From an optimization exercise on the open Yosys and OpenROAD flow, aimed at small area, a short achievable clock period and few clock cycles per item; shortcuts taken in it are not production practice.
Function was checked by simulation only, so behaviour that the tests miss may differ from the original.
Power is estimated from default activity; no workload was simulated.

==> flow/design.v (outline; a module is shown in full before it is edited, if it fits) <==
// module alu_pre: 35 lines
// module alu_stage1: 1009 lines
// module alu_stage2: 268 lines
// module pipelined_alu: 127 lines
module pipelined_alu (
  input  logic        clk,
  input  logic        rst,
  input  logic        in_valid,
  output logic        in_ready,
  input  logic [3:0]  op,
  input  logic [31:0] a,
  input  logic [31:0] b,
  output logic        out_valid,
  input  logic        out_ready,
  output logic [31:0] res,
  output logic [3:0]  flags,
  output logic [15:0] illegal_cnt
);
  // ...
==> flow/flow/run.sh <==
#!/bin/bash
set -euo pipefail
cd "$(dirname "$0")/.."
bash standard.sh synth > synth.log 2>&1
bash standard.sh "BUFFER_PORTS_ARGS=-buffer_cell sky130_fd_sc_hd__buf_2" finish > layout.log 2>&1
==> flow/standard.sh <==
#!/bin/bash
# synth_recipe.tcl (not shown) runs the flow's synth.tcl, then flattens the netlist and writes it again
# the make line also repeats each setting of config.mk as NAME=value (left out here)
make -C /OpenROAD-flow-scripts/flow DESIGN_CONFIG=/design/flow/config.mk WORK_HOME=/design/flow/orfs CLKGATE_MAP_FILE= SYNTH_SCRIPT=/design/flow/synth_recipe.tcl "${@:-finish}"
==> flow/config.mk <==
export PLATFORM = sky130hd
export DESIGN_NAME = pipelined_alu
export DESIGN_NICKNAME = pipelined_alu
export VERILOG_FILES = /design/flow/design.v
export SDC_FILE = /design/flow/constraint.sdc
export NUM_CORES = 4
export LEC_CHECK = 0
export CAP_MARGIN = 20
export CORE_MARGIN = 2
export CORE_UTILIZATION = 40
export CTS_CLUSTER_DIAMETER = 80
export CTS_CLUSTER_SIZE = 25
export SETUP_SLACK_MARGIN = 5
export SLEW_MARGIN = 20
==> flow/constraint.sdc <==
create_clock -name core_clock -period 9.0 [get_ports {clk}]
set_input_delay 1.8000 -clock core_clock [delete_from_list [all_inputs] [get_ports {clk}]]
set_output_delay 1.8000 -clock core_clock [all_outputs]
set_load 0.01 [all_outputs]
==> impl_metrics.toml, run 1 <==
[run_status]
outcome = "finished clean"

[pwr]
power_density_nw_per_um2 = 362
p_sw_share_pct = 46.6
switching_power_mw = 4.48
finalPower_mw = 9.60
pwr-share-comb_pct = 65.8
clockPowerShare_pct = 10.5
ir_worst_vdd_v = 0.000292
powerSeq_mw = 2.28
pg_clk_mw = 1.01

[synth]
synthSimpleGateAreaFrac_pct = 6.89
yosysUniqueCellTypes = 68
synth_area_leaders = "edfxtp_1, fa_1, xnor2_1"
syn_inst = 2250
synth_xor_area_share_pct = 14.1
synth_most_common_cell = "a22oi_1"
synth_area_leader_cell = "edfxtp_1"

[finish]
nonClkBufAreaFrac_pct = 5.61
layoutNonFillerInstCount = 3072
regArea_sq_um = 7700

[cts]
cts_tree = "built"
numCtsBuffers = 20
clkSinkCount = 261
cts_setup_buffers = 16

[critical_path]
worstPathMaxFanout = 2
cp-end-kind = "output pin"
path_depth = 3

[global_route]
grt_pass1_vias = 18100
grt_max_degree = 82
grt_use_met1_pct = 31.1
met2_usage_pct = 36.7
grt.overflow.total = 0

[floorplanning]
initial_core_util_pct = 40.5
io_pins = 126

[sta]
setup_violations = 0
hold_viol_final = 0

[worst_hold_path]
hp-class = "flip-flop to flip-flop"

[route]
met1Wirelength_microns = 29700

[job]
drv_cap = 0
Testbench counts, summed over its fixed seeds: cycles 16,024, items 16,000.
==> module alu_pre, before the edit <==
module alu_pre (
  input  logic [3:0]  op,
  input  logic [31:0] a,
  input  logic [31:0] b,
  output logic [31:0] ax,
  output logic        rev,
  output logic        sub,
  output logic [31:0] bx,
  output logic [15:0] bone,
  output logic [15:0] btwo,
  output logic        is_mul
);
  logic is_sll, is_sh;
  logic [32:0] bext;
  logic [31:0] shd;
  assign is_mul = (op == 4'h9);
  assign is_sll = (op == 4'h6);
  assign rev    = (op == 4'h7) | (op == 4'h8);
  assign is_sh  = is_sll | rev;
  for (genvar i = 0; i < 32; i++) begin : g_rev
    assign ax[i] = rev ? a[31-i] : a[i];
  end
  assign sub    = (op == 4'h1) | (op == 4'hA) | (op == 4'hB);
  assign bx     = b ^ {32{sub}};
  assign bext = {b, 1'b0};
  always_comb begin
    for (int i = 0; i < 32; i++) shd[i] = (b[4:0] == i[4:0]);
  end
  for (genvar j = 0; j < 16; j++) begin : g_benc
    assign bone[j] = (is_mul & (bext[2*j+1] ^ bext[2*j])) | (is_sh & shd[2*j]);
    assign btwo[j] = (is_mul & ((bext[2*j+2] & ~bext[2*j+1] & ~bext[2*j]) |
                               (~bext[2*j+2] & bext[2*j+1] & bext[2*j]))) |
                     (is_sh & shd[2*j+1]);
  end
endmodule
==> module pipelined_alu, before the edit <==
module pipelined_alu (
  input  logic        clk,
  input  logic        rst,
  input  logic        in_valid,
  output logic        in_ready,
  input  logic [3:0]  op,
  input  logic [31:0] a,
  input  logic [31:0] b,
  output logic        out_valid,
  input  logic        out_ready,
  output logic [31:0] res,
  output logic [3:0]  flags,
  output logic [15:0] illegal_cnt
);
  localparam int NC = alu_pkg::NC;
  logic        v0, v1, v2, bubble;
  logic [3:0]  op0;
  logic [31:0] a0, bx0;
  logic        rev0;
  logic        sub0;
  logic [15:0] bone0, btwo0;
  logic        is_mul0;
  logic        sub_p;
  logic [31:0] bx_p, ax_p;
  logic        rev_p, rev1, rev2;
  logic [15:0] bone_p, btwo_p;
  logic        is_mul_p;
  logic [NC-1:0] cut_s, cut1;
  logic        addsub_s, cmp_s, cmps_s, legal_s;
  logic        addsub1, cmp1, cmps1, legal1;
  logic [31:0] sum_s;
  logic        carry_s, ovf_s;
  logic [31:0] res2;
  logic [2:0]  fl2;         
  logic [15:0] cnt;
  logic        s0_go, s1_go, s2_go;
  assign s2_go    = ~v2 | out_ready;
  assign s1_go    = ~v1 | s2_go;
  assign s0_go    = ~v0 | s1_go;
  assign in_ready = bubble | out_ready;
  alu_pre u_pre (
    .op   (op),
    .a    (a),
    .ax   (ax_p),
    .rev  (rev_p),
    .b    (b),
    .sub  (sub_p),
    .bx   (bx_p),
    .bone (bone_p),
    .btwo (btwo_p),
    .is_mul (is_mul_p)
  );
  alu_stage1 u_s1 (
    .op    (op0),
    .a     (a0),
    .sub   (sub0),
    .bx    (bx0),
    .bone  (bone0),
    .btwo  (btwo0),
    .is_mul (is_mul0),
    .cut   (cut_s),
    .addsub (addsub_s),
    .cmp    (cmp_s),
    .cmp_s  (cmps_s),
    .legal  (legal_s)
  );
  alu_stage2 u_s2 (
    .cut    (cut1),
    .addsub (addsub1),
    .cmp    (cmp1),
    .cmp_s  (cmps1),
    .res    (sum_s),
    .carry  (carry_s),
    .ovf    (ovf_s)
  );
  always_ff @(posedge clk or posedge rst) begin
    if (rst) begin
      v0     <= 1'b0;
      v1     <= 1'b0;
      v2     <= 1'b0;
      bubble <= 1'b1;
    end else begin
      if (s0_go) v0 <= in_valid;
      if (s1_go) v1 <= v0;
      if (s2_go) v2 <= v1;
      bubble <= ~((s0_go ? in_valid : v0) & (s1_go ? v0 : v1) & (s2_go ? v1 : v2));
    end
  end
  always_ff @(posedge clk) begin
    if (s0_go) begin
      op0     <= op;
      a0      <= ax_p;
      rev0    <= rev_p;
      sub0    <= sub_p;
      bx0     <= bx_p;
      bone0   <= bone_p;
      btwo0   <= btwo_p;
      is_mul0 <= is_mul_p;
    end
    if (s1_go) begin
      cut1   <= cut_s;
      addsub1 <= addsub_s;
      cmp1    <= cmp_s;
      cmps1   <= cmps_s;
      legal1 <= legal_s;
      rev1   <= rev0;
    end
    if (s2_go) begin
      res2 <= sum_s;
      fl2  <= {legal1, carry_s, ovf_s};
      rev2 <= rev1;
    end
  end
  always_ff @(posedge clk or posedge rst) begin
    if (rst) begin
      cnt <= 16'h0000;
    end else if (s1_go && v0 && op0[3] && op0[2] && (cnt != 16'hFFFF)) begin
      cnt <= cnt + 16'h0001;
    end
  end
  assign out_valid   = v2;
  for (genvar i = 0; i < 32; i++) begin : g_res
    assign res[i] = rev2 ? res2[31-i] : res2[i];
  end
  assign flags       = {res[31], fl2[2] & (res2 == 32'd0), fl2[1:0]};
  assign illegal_cnt = cnt;
endmodule
==> run 2, diff against run 1 <==
--- a/flow/design.v
+++ b/flow/design.v
@@ -2,67 +2,78 @@
   localparam int NC = 93;
 endpackage
 module alu_pre (
   input  logic [3:0]  op,
   input  logic [31:0] a,
   input  logic [31:0] b,
   output logic [31:0] ax,
   output logic        rev,
-  output logic        sub,
-  output logic [31:0] bx,
   output logic [15:0] bone,
   output logic [15:0] btwo,
   output logic        is_mul
 );
-  logic is_sll, is_sh;
+  logic is_sll, is_sh, is_pass;
   logic [32:0] bext;
-  logic [31:0] shd;
-  assign is_mul = (op == 4'h9);
-  assign is_sll = (op == 4'h6);
-  assign rev    = (op == 4'h7) | (op == 4'h8);
-  assign is_sh  = is_sll | rev;
+  logic [31:0] shd, lut;
+  logic [3:0]  t;
+  assign is_mul  = (op == 4'h9);
+  assign is_sll  = (op == 4'h6);
+  assign rev     = (op == 4'h7) | (op == 4'h8);
+  assign is_sh   = is_sll | rev;
+  assign is_pass = ~(op[3] & op[2]) & ~is_mul & ~is_sh;
+  always_comb begin
+    case (op)
+      4'h2:    t = 4'b1000;   
+      4'h3:    t = 4'b1110;   
+      4'h4:    t = 4'b0110;   
+      4'h5:    t = 4'b0011;   
+      4'h7, 4'h8, 4'hC, 4'hD, 4'hE, 4'hF: t = 4'b0000;
+      default: t = 4'b1100;   
+    endcase
+    for (int i = 0; i < 32; i++) lut[i] = t[{a[i], b[i]}];
+  end
   for (genvar i = 0; i < 32; i++) begin : g_rev
-    assign ax[i] = rev ? a[31-i] : a[i];
+    assign ax[i] = (rev & a[31-i]) | lut[i];
   end
-  assign sub    = (op == 4'h1) | (op == 4'hA) | (op == 4'hB);
-  assign bx     = b ^ {32{sub}};
   assign bext = {b, 1'b0};
   always_comb begin
     for (int i = 0; i < 32; i++) shd[i] = (b[4:0] == i[4:0]);
   end
   for (genvar j = 0; j < 16; j++) begin : g_benc
-    assign bone[j] = (is_mul & (bext[2*j+1] ^ bext[2*j])) | (is_sh & shd[2*j]);
+    if (j == 0) begin : g_d0
+      assign bone[j] = (is_mul & (bext[2*j+1] ^ bext[2*j])) | (is_sh & shd[2*j]) | is_pass;
+    end else begin : g_dj
+      assign bone[j] = (is_mul & (bext[2*j+1] ^ bext[2*j])) | (is_sh & shd[2*j]);
+    end
     assign btwo[j] = (is_mul & ((bext[2*j+2] & ~bext[2*j+1] & ~bext[2*j]) |
                                (~bext[2*j+2] & bext[2*j+1] & bext[2*j]))) |
                      (is_sh & shd[2*j+1]);
   end
 endmodule
 module alu_stage1 (
   input  logic [3:0]  op,
   input  logic [31:0] a,
-  input  logic        sub,
-  input  logic [31:0] bx,
+  input  logic [31:0] b,
   input  logic [15:0] bone,
   input  logic [15:0] btwo,
   input  logic        is_mul,
   output logic [92:0] cut,
   output logic        addsub,
   output logic        cmp,
   output logic        cmp_s,
   output logic        legal
 );
   logic [15:0] bneg;
-  logic [31:0] ro, fill;
-  logic [3:0]  t;
+  logic [31:0] fill;
   logic [31:0] bg;
-  logic        cin, arith;
+  logic        cin, subm;
   assign legal  = ~(op[3] & op[2]);
   for (genvar j = 0; j < 16; j++) begin : g_bneg
-    assign bneg[j] = is_mul & bx[2*j+1];
+    assign bneg[j] = is_mul & b[2*j+1];
   end
   logic [31:0] pp0;
   logic [29:0] pp1;
   logic [27:0] pp2;
   logic [25:0] pp3;
   logic [23:0] pp4;
   logic [21:0] pp5;
   logic [19:0] pp6;
@@ -89,32 +100,23 @@
   assign pp11 = (({10{bone[11]}} & a[9:0]) | ({10{btwo[11]}} & {a[8:0], 1'b0})) ^ {10{bneg[11]}};
   assign pp12 = (({8{bone[12]}} & a[7:0]) | ({8{btwo[12]}} & {a[6:0], 1'b0})) ^ {8{bneg[12]}};
   assign pp13 = (({6{bone[13]}} & a[5:0]) | ({6{btwo[13]}} & {a[4:0], 1'b0})) ^ {6{bneg[13]}};
   assign pp14 = (({4{bone[14]}} & a[3:0]) | ({4{btwo[14]}} & {a[2:0], 1'b0})) ^ {4{bneg[14]}};
   assign pp15 = (({2{bone[15]}} & a[1:0]) | ({2{btwo[15]}} & {a[0:0], 1'b0})) ^ {2{bneg[15]}};
   assign addsub = (op == 4'h0) | (op == 4'h1);
   assign cmp    = (op == 4'hA) | (op == 4'hB);
   assign cmp_s  = ~op[0];
-  assign arith  = addsub | cmp;
-  assign bg     = (bx & {32{arith}}) | fill;
-  assign cin    = sub;
-  always_comb begin
-    for (int i = 0; i < 32; i++) fill[i] = (op == 4'h8) & a[0] & (i[4:0] < bx[4:0]);
+  assign subm   = (op == 4'h1) | cmp;
+  assign cin    = subm;
+  for (genvar i = 0; i < 32; i++) begin : g_bg
+    assign bg[i] = ((op == 4'h0) & b[i]) | (subm & ~b[i]) | fill[i];
   end
   always_comb begin
-    case (op)
-      4'h0, 4'h1, 4'hA, 4'hB: t = 4'b1100;   
-      4'h2:                   t = 4'b1000;   
-      4'h3:                   t = 4'b1110;   
-      4'h4:                   t = 4'b0110;   
-      4'h5:                   t = 4'b0011;   
-      default:                t = 4'b0000;
-    endcase
-    for (int i = 0; i < 32; i++) ro[i] = t[{a[i], bx[i]}];
+    for (int i = 0; i < 32; i++) fill[i] = (op == 4'h8) & a[0] & (i[4:0] < b[4:0]);
   end
   logic t0_s1;
   logic t0_c2;
   logic t0_s3;
   logic t0_c4;
   logic t0_s5;
   logic t0_c6;
   logic t0_s7;
@@ -946,106 +948,106 @@
   assign t1_s413 = t1_s389 ^ t1_s363 ^ t1_c388;
   assign t1_c414 = (t1_s389 & t1_s363) | (t1_c388 & (t1_s389 ^ t1_s363));
   assign t1_s415 = t1_c364 ^ t1_c390 ^ t1_s391;
   assign t1_c416 = (t1_c364 & t1_c390) | (t1_s391 & (t1_c364 ^ t1_c390));
   assign t1_s417 = t1_c368 ^ t1_s393 ^ t1_c392;
   assign t1_c418 = (t1_c368 & t1_s393) | (t1_c392 & (t1_c368 ^ t1_s393));
   assign t1_s419 = t1_c372 ^ t1_s395 ^ t1_c394;
   assign t1_c420 = (t1_c372 & t1_s395) | (t1_c394 & (t1_c372 ^ t1_s395));
-  assign cut[0] = (pp0[0] | ro[0]);
+  assign cut[0] = pp0[0];
   assign cut[1] = (bneg[0] | bg[0]);
   assign cut[2] = cin;
-  assign cut[3] = (pp0[1] | ro[1]);
+  assign cut[3] = pp0[1];
   assign cut[4] = bg[1];
-  assign cut[5] = (t0_s277 | bg[2]);
-  assign cut[6] = (bneg[1] | ro[2]);
-  assign cut[7] = (t0_s279 | ro[3]);
+  assign cut[5] = t0_s277;
+  assign cut[6] = (bneg[1] | bg[2]);
+  assign cut[7] = t0_s279;
   assign cut[8] = (t0_c278 | bg[3]);
-  assign cut[9] = (t0_s281 | bg[4]);
-  assign cut[10] = (t0_c280 | ro[4]);
-  assign cut[11] = (t0_s283 | ro[5]);
+  assign cut[9] = t0_s281;
+  assign cut[10] = (t0_c280 | bg[4]);
+  assign cut[11] = t0_s283;
   assign cut[12] = (t0_c282 | bg[5]);
-  assign cut[13] = (t0_s285 | ro[6]);
+  assign cut[13] = t0_s285;
   assign cut[14] = (t0_c284 | bg[6]);
-  assign cut[15] = (t0_s287 | bg[7]);
-  assign cut[16] = (t0_c286 | ro[7]);
-  assign cut[17] = (t0_s289 | ro[8]);
+  assign cut[15] = t0_s287;
+  assign cut[16] = (t0_c286 | bg[7]);
+  assign cut[17] = t0_s289;
   assign cut[18] = (t0_c288 | bg[8]);
-  assign cut[19] = (t0_s291 | ro[9]);
+  assign cut[19] = t0_s291;
   assign cut[20] = (t0_c290 | bg[9]);
-  assign cut[21] = (t0_s293 | ro[10]);
+  assign cut[21] = t0_s293;
   assign cut[22] = (t0_c292 | bg[10]);
-  assign cut[23] = (t0_s295 | bg[11]);
-  assign cut[24] = (t0_c294 | ro[11]);
-  assign cut[25] = (t0_s297 | ro[12]);
+  assign cut[23] = t0_s295;
+  assign cut[24] = (t0_c294 | bg[11]);
+  assign cut[25] = t0_s297;
   assign cut[26] = (t0_c296 | bg[12]);
-  assign cut[27] = (t0_s299 | ro[13]);
+  assign cut[27] = t0_s299;
   assign cut[28] = (t0_c298 | bg[13]);
-  assign cut[29] = (t0_s301 | ro[14]);
+  assign cut[29] = t0_s301;
   assign cut[30] = (t0_c300 | bg[14]);
-  assign cut[31] = (t0_s303 | ro[15]);
+  assign cut[31] = t0_s303;
   assign cut[32] = (t0_c302 | bg[15]);
-  assign cut[33] = (t0_s305 | bg[16]);
+  assign cut[33] = t0_s305;
   assign cut[34] = t0_c304;
-  assign cut[35] = (bneg[8] | ro[16]);
-  assign cut[36] = (t0_s307 | ro[17]);
+  assign cut[35] = (bneg[8] | bg[16]);
+  assign cut[36] = t0_s307;
   assign cut[37] = (t0_c306 | bg[17]);
   assign cut[38] = t0_s309;
   assign cut[39] = t0_c308;
-  assign cut[40] = (pp9[0] | ro[18]);
-  assign cut[41] = (bneg[9] | bg[18]);
-  assign cut[42] = (t0_s311 | bg[19]);
+  assign cut[40] = (pp9[0] | bg[18]);
+  assign cut[41] = bneg[9];
+  assign cut[42] = t0_s311;
   assign cut[43] = t0_c310;
-  assign cut[44] = (pp9[1] | ro[19]);
+  assign cut[44] = (pp9[1] | bg[19]);
   assign cut[45] = t0_s313;
   assign cut[46] = t0_c312;
-  assign cut[47] = (t1_s397 | bg[20]);
-  assign cut[48] = (bneg[10] | ro[20]);
+  assign cut[47] = t1_s397;
+  assign cut[48] = (bneg[10] | bg[20]);
   assign cut[49] = t0_s315;
   assign cut[50] = t0_c314;
-  assign cut[51] = (t1_s399 | ro[21]);
-  assign cut[52] = (t1_c398 | bg[21]);
+  assign cut[51] = (t1_s399 | bg[21]);
+  assign cut[52] = t1_c398;
   assign cut[53] = t0_s317;
   assign cut[54] = t0_c316;
-  assign cut[55] = (t1_s401 | bg[22]);
-  assign cut[56] = (t1_c400 | ro[22]);
+  assign cut[55] = t1_s401;
+  assign cut[56] = (t1_c400 | bg[22]);
   assign cut[57] = t0_s319;
   assign cut[58] = t0_c318;
-  assign cut[59] = (t1_s403 | ro[23]);
-  assign cut[60] = (t1_c402 | bg[23]);
+  assign cut[59] = (t1_s403 | bg[23]);
+  assign cut[60] = t1_c402;
   assign cut[61] = t0_s321;
   assign cut[62] = t0_c320;
-  assign cut[63] = (t1_s405 | ro[24]);
-  assign cut[64] = (t1_c404 | bg[24]);
+  assign cut[63] = (t1_s405 | bg[24]);
+  assign cut[64] = t1_c404;
   assign cut[65] = t0_s323;
   assign cut[66] = t0_c322;
-  assign cut[67] = (t1_s407 | bg[25]);
-  assign cut[68] = (t1_c406 | ro[25]);
+  assign cut[67] = t1_s407;
+  assign cut[68] = (t1_c406 | bg[25]);
   assign cut[69] = t0_s325;
   assign cut[70] = t0_c324;
-  assign cut[71] = (t1_s409 | ro[26]);
-  assign cut[72] = (t1_c408 | bg[26]);
+  assign cut[71] = (t1_s409 | bg[26]);
+  assign cut[72] = t1_c408;
   assign cut[73] = t0_s327;
   assign cut[74] = t0_c326;
-  assign cut[75] = (t1_s411 | ro[27]);
-  assign cut[76] = (t1_c410 | bg[27]);
+  assign cut[75] = (t1_s411 | bg[27]);
+  assign cut[76] = t1_c410;
   assign cut[77] = t0_s329;
   assign cut[78] = t0_c328;
-  assign cut[79] = (t1_s413 | ro[28]);
-  assign cut[80] = (t1_c412 | bg[28]);
-  assign cut[81] = (t0_s331 | bg[29]);
+  assign cut[79] = (t1_s413 | bg[28]);
+  assign cut[80] = t1_c412;
+  assign cut[81] = t0_s331;
   assign cut[82] = t0_c330;
   assign cut[83] = t1_s415;
-  assign cut[84] = (t1_c414 | ro[29]);
-  assign cut[85] = (t0_s333 | ro[30]);
+  assign cut[84] = (t1_c414 | bg[29]);
+  assign cut[85] = t0_s333;
   assign cut[86] = (t0_c332 | bg[30]);
   assign cut[87] = t1_s417;
   assign cut[88] = t1_c416;
-  assign cut[89] = (t0_s335 | ro[31]);
+  assign cut[89] = t0_s335;
   assign cut[90] = (t0_c334 | bg[31]);
   assign cut[91] = t1_s419;
   assign cut[92] = t1_c418;
 endmodule
 module alu_stage2 (
   input  logic [92:0] cut,
   input  logic        addsub,   
   input  logic        cmp,      
@@ -1325,23 +1327,21 @@
   input  logic        out_ready,
   output logic [31:0] res,
   output logic [3:0]  flags,
   output logic [15:0] illegal_cnt
 );
   localparam int NC = alu_pkg::NC;
   logic        v0, v1, v2, bubble;
   logic [3:0]  op0;
-  logic [31:0] a0, bx0;
+  logic [31:0] a0, b0;
   logic        rev0;
-  logic        sub0;
   logic [15:0] bone0, btwo0;
   logic        is_mul0;
-  logic        sub_p;
-  logic [31:0] bx_p, ax_p;
+  logic [31:0] ax_p;
   logic        rev_p, rev1, rev2;
   logic [15:0] bone_p, btwo_p;
   logic        is_mul_p;
   logic [NC-1:0] cut_s, cut1;
   logic        addsub_s, cmp_s, cmps_s, legal_s;
   logic        addsub1, cmp1, cmps1, legal1;
   logic [31:0] sum_s;
   logic        carry_s, ovf_s;
@@ -1354,27 +1354,24 @@
   assign s0_go    = ~v0 | s1_go;
   assign in_ready = bubble | out_ready;
   alu_pre u_pre (
     .op   (op),
     .a    (a),
     .ax   (ax_p),
     .rev  (rev_p),
     .b    (b),
-    .sub  (sub_p),
-    .bx   (bx_p),
     .bone (bone_p),
     .btwo (btwo_p),
     .is_mul (is_mul_p)
   );
   alu_stage1 u_s1 (
     .op    (op0),
     .a     (a0),
-    .sub   (sub0),
-    .bx    (bx0),
+    .b     (b0),
     .bone  (bone0),
     .btwo  (btwo0),
     .is_mul (is_mul0),
     .cut   (cut_s),
     .addsub (addsub_s),
     .cmp    (cmp_s),
     .cmp_s  (cmps_s),
     .legal  (legal_s)
@@ -1401,18 +1398,17 @@
       bubble <= ~((s0_go ? in_valid : v0) & (s1_go ? v0 : v1) & (s2_go ? v1 : v2));
     end
   end
   always_ff @(posedge clk) begin
     if (s0_go) begin
       op0     <= op;
       a0      <= ax_p;
       rev0    <= rev_p;
-      sub0    <= sub_p;
-      bx0     <= bx_p;
+      b0      <= b;
       bone0   <= bone_p;
       btwo0   <= btwo_p;
       is_mul0 <= is_mul_p;
     end
     if (s1_go) begin
       cut1   <= cut_s;
       addsub1 <= addsub_s;
       cmp1    <= cmp_s;
==> flow/flow/run.sh (replaced) <==
#!/bin/bash
set -euo pipefail
cd "$(dirname "$0")/.."
bash standard.sh synth > synth.log 2>&1
bash standard.sh "BUFFER_PORTS_ARGS=-buffer_cell sky130_fd_sc_hd__buf_1" finish > layout.log 2>&1
==> flow/config.mk (replaced) <==
export PLATFORM = sky130hd
export DESIGN_NAME = pipelined_alu
export DESIGN_NICKNAME = pipelined_alu
export VERILOG_FILES = /design/flow/design.v
export SDC_FILE = /design/flow/constraint.sdc
export NUM_CORES = 4
export LEC_CHECK = 0
export CAP_MARGIN = 20
export CORE_MARGIN = 2
export CORE_UTILIZATION = 40
export CTS_CLUSTER_DIAMETER = 90
export CTS_CLUSTER_SIZE = 30
export SETUP_SLACK_MARGIN = 5
export SLEW_MARGIN = 20
==> impl_metrics.toml, run 2 <==
[place]
io_buffer_count = 125
dp_cells = 3057
pre_cts_ws_ns = 3.93
place.gp.congestion = 0.874
hpwl_microns = 49900
placed_area_sq_um = 24400

[synth]
synth_most_common_cell = "a22oi_1"
yosysSeqAreaShare_pct = 32.4
syn_inst = 2333
syn_avg_cell_area_sq_um = 10.0
ys_seq_elements = 256
synth_enable_flop_cells = 236
yosys_warnings = 3
synth_area_leader_cell = "edfxtp_1"
synth_area_leaders = "edfxtp_1, fa_1, xnor2_1"
syn-num-nets = 2675
synthTopCellsByCount = "a22oi_1, xnor2_1, inv_1, edfxtp_1, fa_1"
yosysUniqueCellTypes = 67
syn_area_sq_um = 23400
async_flop_share_pct = 7.81
synth_ff_type = "edfxtp_1"
synth_top_area_share_pct = 30.3

[route]
via_per_inst = 5.76
route.detailed.drc = 0
drtIter0Drc = 2029
drtAntennaViolNets = 0
wl_per_cell_microns = 22.4
wl_microns = 69500
num_vias = 17900
drt_first_pass_iters = 7

[finish]
top_register = "cut1"
final_common_cell = "a22oi_1"
postLayoutCoreUtil_pct = 43.8
n_fill_cell = 5490
area_growth_syn_to_layout_pct = 8.26
regArea_sq_um = 7590
largest_reg_flops = 93
drive_gt1_share_pct = 7.14
multi_input_area_sq_um = 14300
final_cell_mix = "a22oi_1, xnor2_1, inv_1"
finish.instance_area_sq_um = 25300
layoutNonFillerInstCount = 3105
layout.nets = 2671

[critical_path]
cp-end-kind = "output pin"
worst-setup-path-type = "primary input to output pin"
worstPathMaxFanout = 2
slowest_stage = "or2_4"
cp_common_cell = "buf_6"
startpoint_type = "primary input"
cp_data_required_time_ns = 7.20
worstPathCellList = "buf_6 -> or2_4 -> buf_6"
arrival_ns = 2.24
critPathMaxStageDelay_ns = 0.23

[floorplanning]
coreArea_sq_um = 57800
core.rowCount = 88
die-area_sq_um = 60500
initial_core_util_pct = 40.5
die_w_microns = 246
die_h_microns = 246
io_pins = 126

[sta]
setup_slack_ns = 4.96
finalHoldWorstSlack_ns = 0.471
tns_ns = 0
slew_headroom_pct = 35.8
hold_viol_final = 0
tightest_slew_ns = 0.962
setup_violations = 0
rsz0062_at_grt = "yes"
finClkSkew_ns = 0.0319
min_period_ns = 4.04
fin_crit_sh_pct = 44.9
timing.fmax_mhz = 247
finalMaxSlewViolations = 0

[global_route]
antenna_found_initial = 0
grt.total_usage_pct = 22.9
grt_max_degree = 78
grt_pass1_wl_microns = 107000
grt.overflow.total = 0
grt_pass1_vias = 17600

[pwr]
clockPowerShare_pct = 10.4
ir_worst_vdd_v = 0.000225
p_int_mw = 4.54
p_sw_share_pct = 45.7
pwr-share-comb_pct = 63.1
power_frac_seq_pct = 26.5
finalPower_mw = 8.36
power_density_nw_per_um2 = 330
p_leak_nw = 9.75
switching_power_mw = 3.82

[job]
drv_cap = 0

[cts]
clockBufferDepth = 3
clk_pin_slew_worst_paths_ns = 0.10
cts_tree = "built"
htreeDepth = 1
hold_buffers = 0
numCtsBuffers = 17
cts-root-buf = "clkbuf_16"
clk_latency_ns = 0.54
clkSinkCount = 256

[worst_hold_path]
hp-class = "flip-flop to flip-flop"

[run_status]
outcome = "finished clean"
[run 2: changes by cell type after synthesis, moves of 24 or more]
cell / delta
inv_1: +26
a22oi_1: +34
mux2_2: -33
a21oi_1: +53
mux4_2: -31
nor2_1: +48
xor2_1: -26
or2_2: -24
[run 2: final timing paths]
path                                 from  endpoint  slack (ns)  cells after the start
worst max register to register    is_mul0  cut1[28]        5.01                     10
worst min register to register       rev1      rev2        0.47                      0
max in group asynchronous             rst    cnt[1]        7.13                      2
worst max-delay path            out_ready  in_ready        4.96                      3
min in group asynchronous             rst   cnt[14]        1.38                      2
worst min-delay path                 rev1      rev2        0.47                      0
[run 2: critical path: cells and delay by family]
kind	cells	cell delay [ns]
and+or+nand+nor	1	0.23
buffers and inverters	2	0.21
[run 2: per-layer routing]
layer / track usage [%] / vias up / part of all wire (%)
met1: 31.8 / 8717 / 42
met2: 35.9 / 936 / 45
met3: 4.53 / 130 / 9.6
met5: 0 / - / 0
met4: 7.08 / 0 / 3.2
li1: - / 8087 / -
[run 2: logic make-up after synthesis]
group,count (synthesis),synth area share (%)
AO/OA/AOI/OAI,616,18.0
XOR/XNOR,354,13.2
adder cells (fa/ha/maj),270,20.6
buffers and inverters,449,7.28
flip-flops,256,32.4
multiplexers,37,1.76
AND/OR/NAND/NOR,351,6.70
[run 2: power groups by stage]
stage / sequential [mW] / clock [mW] / combinational, mW
after floorplan: 2.06 / 0 / 3.96
after global placement: 2.25 / 0 / 5.04
after detailed placement: 2.26 / 0 / 5.15
after CTS: 2.22 / 0.887 / 5.26
after global routing: 2.25 / 0.924 / 6.04
final: 2.22 / 0.866 / 5.28
[run 2: layout make-up]
type                            count  share of cell area [%]
Inverter                          242                    3.58
Tap cell                          765                    3.78
Clock inverter                     12                   0.721
Timing Repair Buffer              184                    4.00
Multi-Input combinational cell   1628                    56.3
Sequential cell                   256                    29.9
Antenna cell                        1                 0.00987
Clock buffer                       17                    1.68
[run 2: what timing repair did]
item | CTS | global route
cloned | 0 | 0
gates resized for setup | 20 | 16
pin swaps | 3 | 2
endpoints found under the setup margin | 90 | 25
buffers inserted | 11 | 7
Testbench counts of run 2, summed over its fixed seeds: cycles 16,024, items 16,000.
==> run 3, diff against run 2 <==
==> flow/flow/run.sh (replaced) <==
#!/bin/bash
set -euo pipefail
cd "$(dirname "$0")/.."
bash standard.sh synth > synth.log 2>&1
bash standard.sh "BUFFER_PORTS_ARGS=-buffer_cell sky130_fd_sc_hd__buf_2" finish > layout.log 2>&1
--- a/flow/config.mk
+++ b/flow/config.mk
@@ -8,7 +8,7 @@
 export CAP_MARGIN = 20
 export CORE_MARGIN = 2
 export CORE_UTILIZATION = 40
-export CTS_CLUSTER_DIAMETER = 90
-export CTS_CLUSTER_SIZE = 30
+export CTS_CLUSTER_DIAMETER = 80
+export CTS_CLUSTER_SIZE = 25
 export SETUP_SLACK_MARGIN = 5
 export SLEW_MARGIN = 20
==> impl_metrics.toml, run 3 <==
[synth]
async_flop_share_pct = 7.81
syn-num-nets = 2675
synthMuxAreaShare_pct = 1.76
syn_inst = 2333
synth_compound_area_share_pct = 18.0
synth_top_family_by_area = "adder cells"
synth_area_leaders = "edfxtp_1, fa_1, xnor2_1"
ys_seq_elements = 256
synthTopCellsByCount = "a22oi_1, xnor2_1, inv_1, edfxtp_1, fa_1"
yosys_warnings = 3
syn_avg_cell_area_sq_um = 10.0
syn_area_sq_um = 23400
yosysSeqAreaShare_pct = 32.4
synth_most_common_cell = "a22oi_1"
synth_xor_area_share_pct = 13.2
synth_area_leader_cell = "edfxtp_1"
synthAdderAreaFrac_pct = 20.6
synth_top_area_share_pct = 30.3
yosysUniqueCellTypes = 67
synth_ff_type = "edfxtp_1"
synthSimpleGateAreaFrac_pct = 6.70
synth_enable_flop_cells = 236

[critical_path]
worstPathMaxFanout = 2
reg2reg_from = "is_mul0"
worstPathCellList = "buf_6 -> or2_4 -> buf_6"
crit_buf_inv = 2
worst-setup-path-type = "primary input to output pin"
critPathMaxStageDelay_ns = 0.22
cp_data_required_time_ns = 7.20
startpoint_type = "primary input"
rr_endpoint = "cut1[28]"
arrival_ns = 2.23
cp-end-kind = "output pin"
crit_family = "simple AND/OR/NAND/NOR gates"
slowest_stage = "or2_4"
cp_common_cell = "buf_6"
rrSetupSlack_ns = 5.07
reg2regPathDepth = 10

[pwr]
pwr-share-comb_pct = 61.9
p_int_mw = 4.70
finalPower_mw = 8.56
switching_power_mw = 3.86
power_frac_seq_pct = 26.0
ir_worst_vdd_v = 0.000229
p_sw_share_pct = 45.0
power_density_nw_per_um2 = 334
clockPowerShare_pct = 12.1
p_leak_nw = 10.2

[sta]
hold_viol_final = 0
tns_ns = 0
min_period_ns = 4.03
slew_headroom_pct = 39.4
tightest_slew_ns = 0.909
setup_violations = 0
finClkSkew_ns = 0.0208
timing.fmax_mhz = 248
fin_crit_sh_pct = 44.8
rsz0062_at_grt = "yes"
finalMaxSlewViolations = 0

[worst_hold_path]
hp-class = "flip-flop to flip-flop"
min_to = "fl2[2]"
whs_path_depth = 0
min_from = "legal1"

[finish]
final_common_cell = "a22oi_1"
final_cell_mix = "a22oi_1, xnor2_1, inv_1"
n_antenna_cell = 0
largest_reg_flops = 93
area_growth_syn_to_layout_pct = 9.62
top_register = "cut1"
drive_gt1_share_pct = 12.6
n_fill_cell = 5516
finish.instance_area_sq_um = 25700
layout.nets = 2677

[place]
hpwl_microns = 50200
io_buffer_count = 125
placed_area_sq_um = 24600
place.gp.congestion = 0.887

[global_route]
antenna_found_initial = 2
grt_pass1_wl_microns = 108000
grt_max_degree = 74
grt_pass1_vias = 17800
grt.overflow.total = 0
grt.total_usage_pct = 23.3

[route]
num_vias = 17900
drtAntennaViolNets = 0
drt_first_pass_iters = 7
wl_microns = 70600
drtIter0Drc = 2100
route.detailed.drc = 0
via_per_inst = 5.76
wl_per_cell_microns = 22.7

[cts]
numCtsBuffers = 21
htreeDepth = 1
clk_latency_ns = 0.56
cts_tree = "built"
clockBufferDepth = 3
clk_pin_slew_worst_paths_ns = 0.08
clkSinkCount = 256
cts-root-buf = "clkbuf_16"

[floorplanning]
coreArea_sq_um = 57800
die_w_microns = 246
die-area_sq_um = 60500
io_pins = 126
core.rowCount = 88
initial_core_util_pct = 40.5
die_h_microns = 246

[run_status]
outcome = "finished clean"

[job]
drv_cap = 0
==> run 3: changes by cell type in the layout (fill, tap and decap cells not counted), sizes merged <==
cell,before,now
clkbuf,17,22
clkinv,6,3
buf,184,186
bufinv,0,2
clkinvlp,0,2
inv,248,250
diode,1,0
==> run 3: routing by layer <==
| layer | vias to the layer above | routed length (microns) | track usage (%) |
|---|---|---|---|
| li1 | 8097 | - | - |
| met1 | 8758 | 29700 | 32.1 |
| met2 | 934 | 31800 | 37.2 |
| met3 | 133 | 6640 | 4.53 |
| met4 | 4 | 2370 | 7.04 |
| met5 | - | 51 | 0 |
==> run 3: cell families (layout without fill, tap and decap cells) <==
family          after synthesis  after routing
compound gates              616            616
simple gates                351            351
buf+inv                     449            465
fa+ha+maj                   270            270
mux                          37             37
flops                       256            256
xor+xnor                    354            354
==> run 3: cell type report <==
class / count / area (sq um) / share of cell area (%)
Tap cell: 765 / 957 / 3.73
Sequential cell: 256 / 7590 / 29.6
Inverter: 242 / 908 / 3.54
Timing Repair Buffer: 186 / 1190 / 4.64
Multi-Input combinational cell: 1628 / 14300 / 55.6
Clock buffer: 22 / 529 / 2.06
Clock inverter: 15 / 230 / 0.897
==> run 3: how the worst max path moves through the flow <==
| stage | to | slack, ns | start | cells after the start |
|---|---|---|---|---|
| after detailed placement | cut1[28] | 3.98 | is_mul0 | 8 |
| final | in_ready | 4.97 | out_ready | 3 |
| after CTS | cut1[28] | 4.95 | is_mul0 | 10 |
| after floorplan | cnt[13] | 5.01 | out_ready | 8 |
| after global placement | cut1[28] | 4.09 | is_mul0 | 9 |
| after global routing | cut1[28] | 4.95 | is_mul0 | 10 |
==> run 3: timing repair <==
item	in CTS	in global routing
resized for setup	16	15
pin swaps	3	3
hold buffers	0	0
buffers inserted	16	6
setup endpoints to repair	90	9
==> run 3: power groups by stage <==
stage / Clock [mW] / Combinational (mW) / Sequential, mW
2_1_floorplan: 0 / 3.96 / 2.06
6_report: 1.04 / 5.30 / 2.22
3_3_place_gp: 0 / 5.08 / 2.26
3_5_place_dp: 0 / 5.18 / 2.27
5_1_grt: 1.10 / 6.07 / 2.25
4_1_cts: 1.06 / 5.30 / 2.22
==> run 3: stage by stage <==
stage               cells  hold slack (ns)  utilization [%]  setup slack (ns)
CTS                  3108            0.447             44.2              4.95
floorplan            2333            0.400                -              5.01
detailed placement   3055            0.425             42.5              3.98
global placement     3054            0.423             42.4              4.09
finish               3114            0.436             44.4              4.97
global route         3114            0.452             44.4              4.95

[re-timing with driven ports]
In the flow no input, the clock included, has a driving cell. The finished layouts below were timed again as built, in two steps. Step 1 assumes that a clkbuf_16 drives the clock port and a buf_2 every other input. Step 2 adds t to the input delays and takes it off the output delays; t is the mean of the earliest and latest rising clock arrival at the registers after step 1. Input paths then give back, and output paths get back, about the clock's delay inside the block. a / b / c = ideal / step 1 / step 2; a / b = the first two.
| run | t (ns) | slack for setup (ns) | hold slack, ns | pins driven straight from the clock port |
|---|---|---|---|---|
| run 1 | 0.617 | 4.969 / 4.937 / 4.937 | 0.469 / 0.469 / 0.469 | 1 |
| run 2 | 0.579 | 4.957 / 4.923 / 4.898 | 0.471 / 0.471 / 0.471 | 1 |
| run 3 | 0.604 | 4.969 / 4.935 / 4.853 | 0.436 / 0.436 / 0.436 | 1 |
After both steps every run listed still meets setup and hold. For run 3, which loses most, drivers alone change the setup slack by -0.034 ns; drivers and shift together by -0.116 ns.
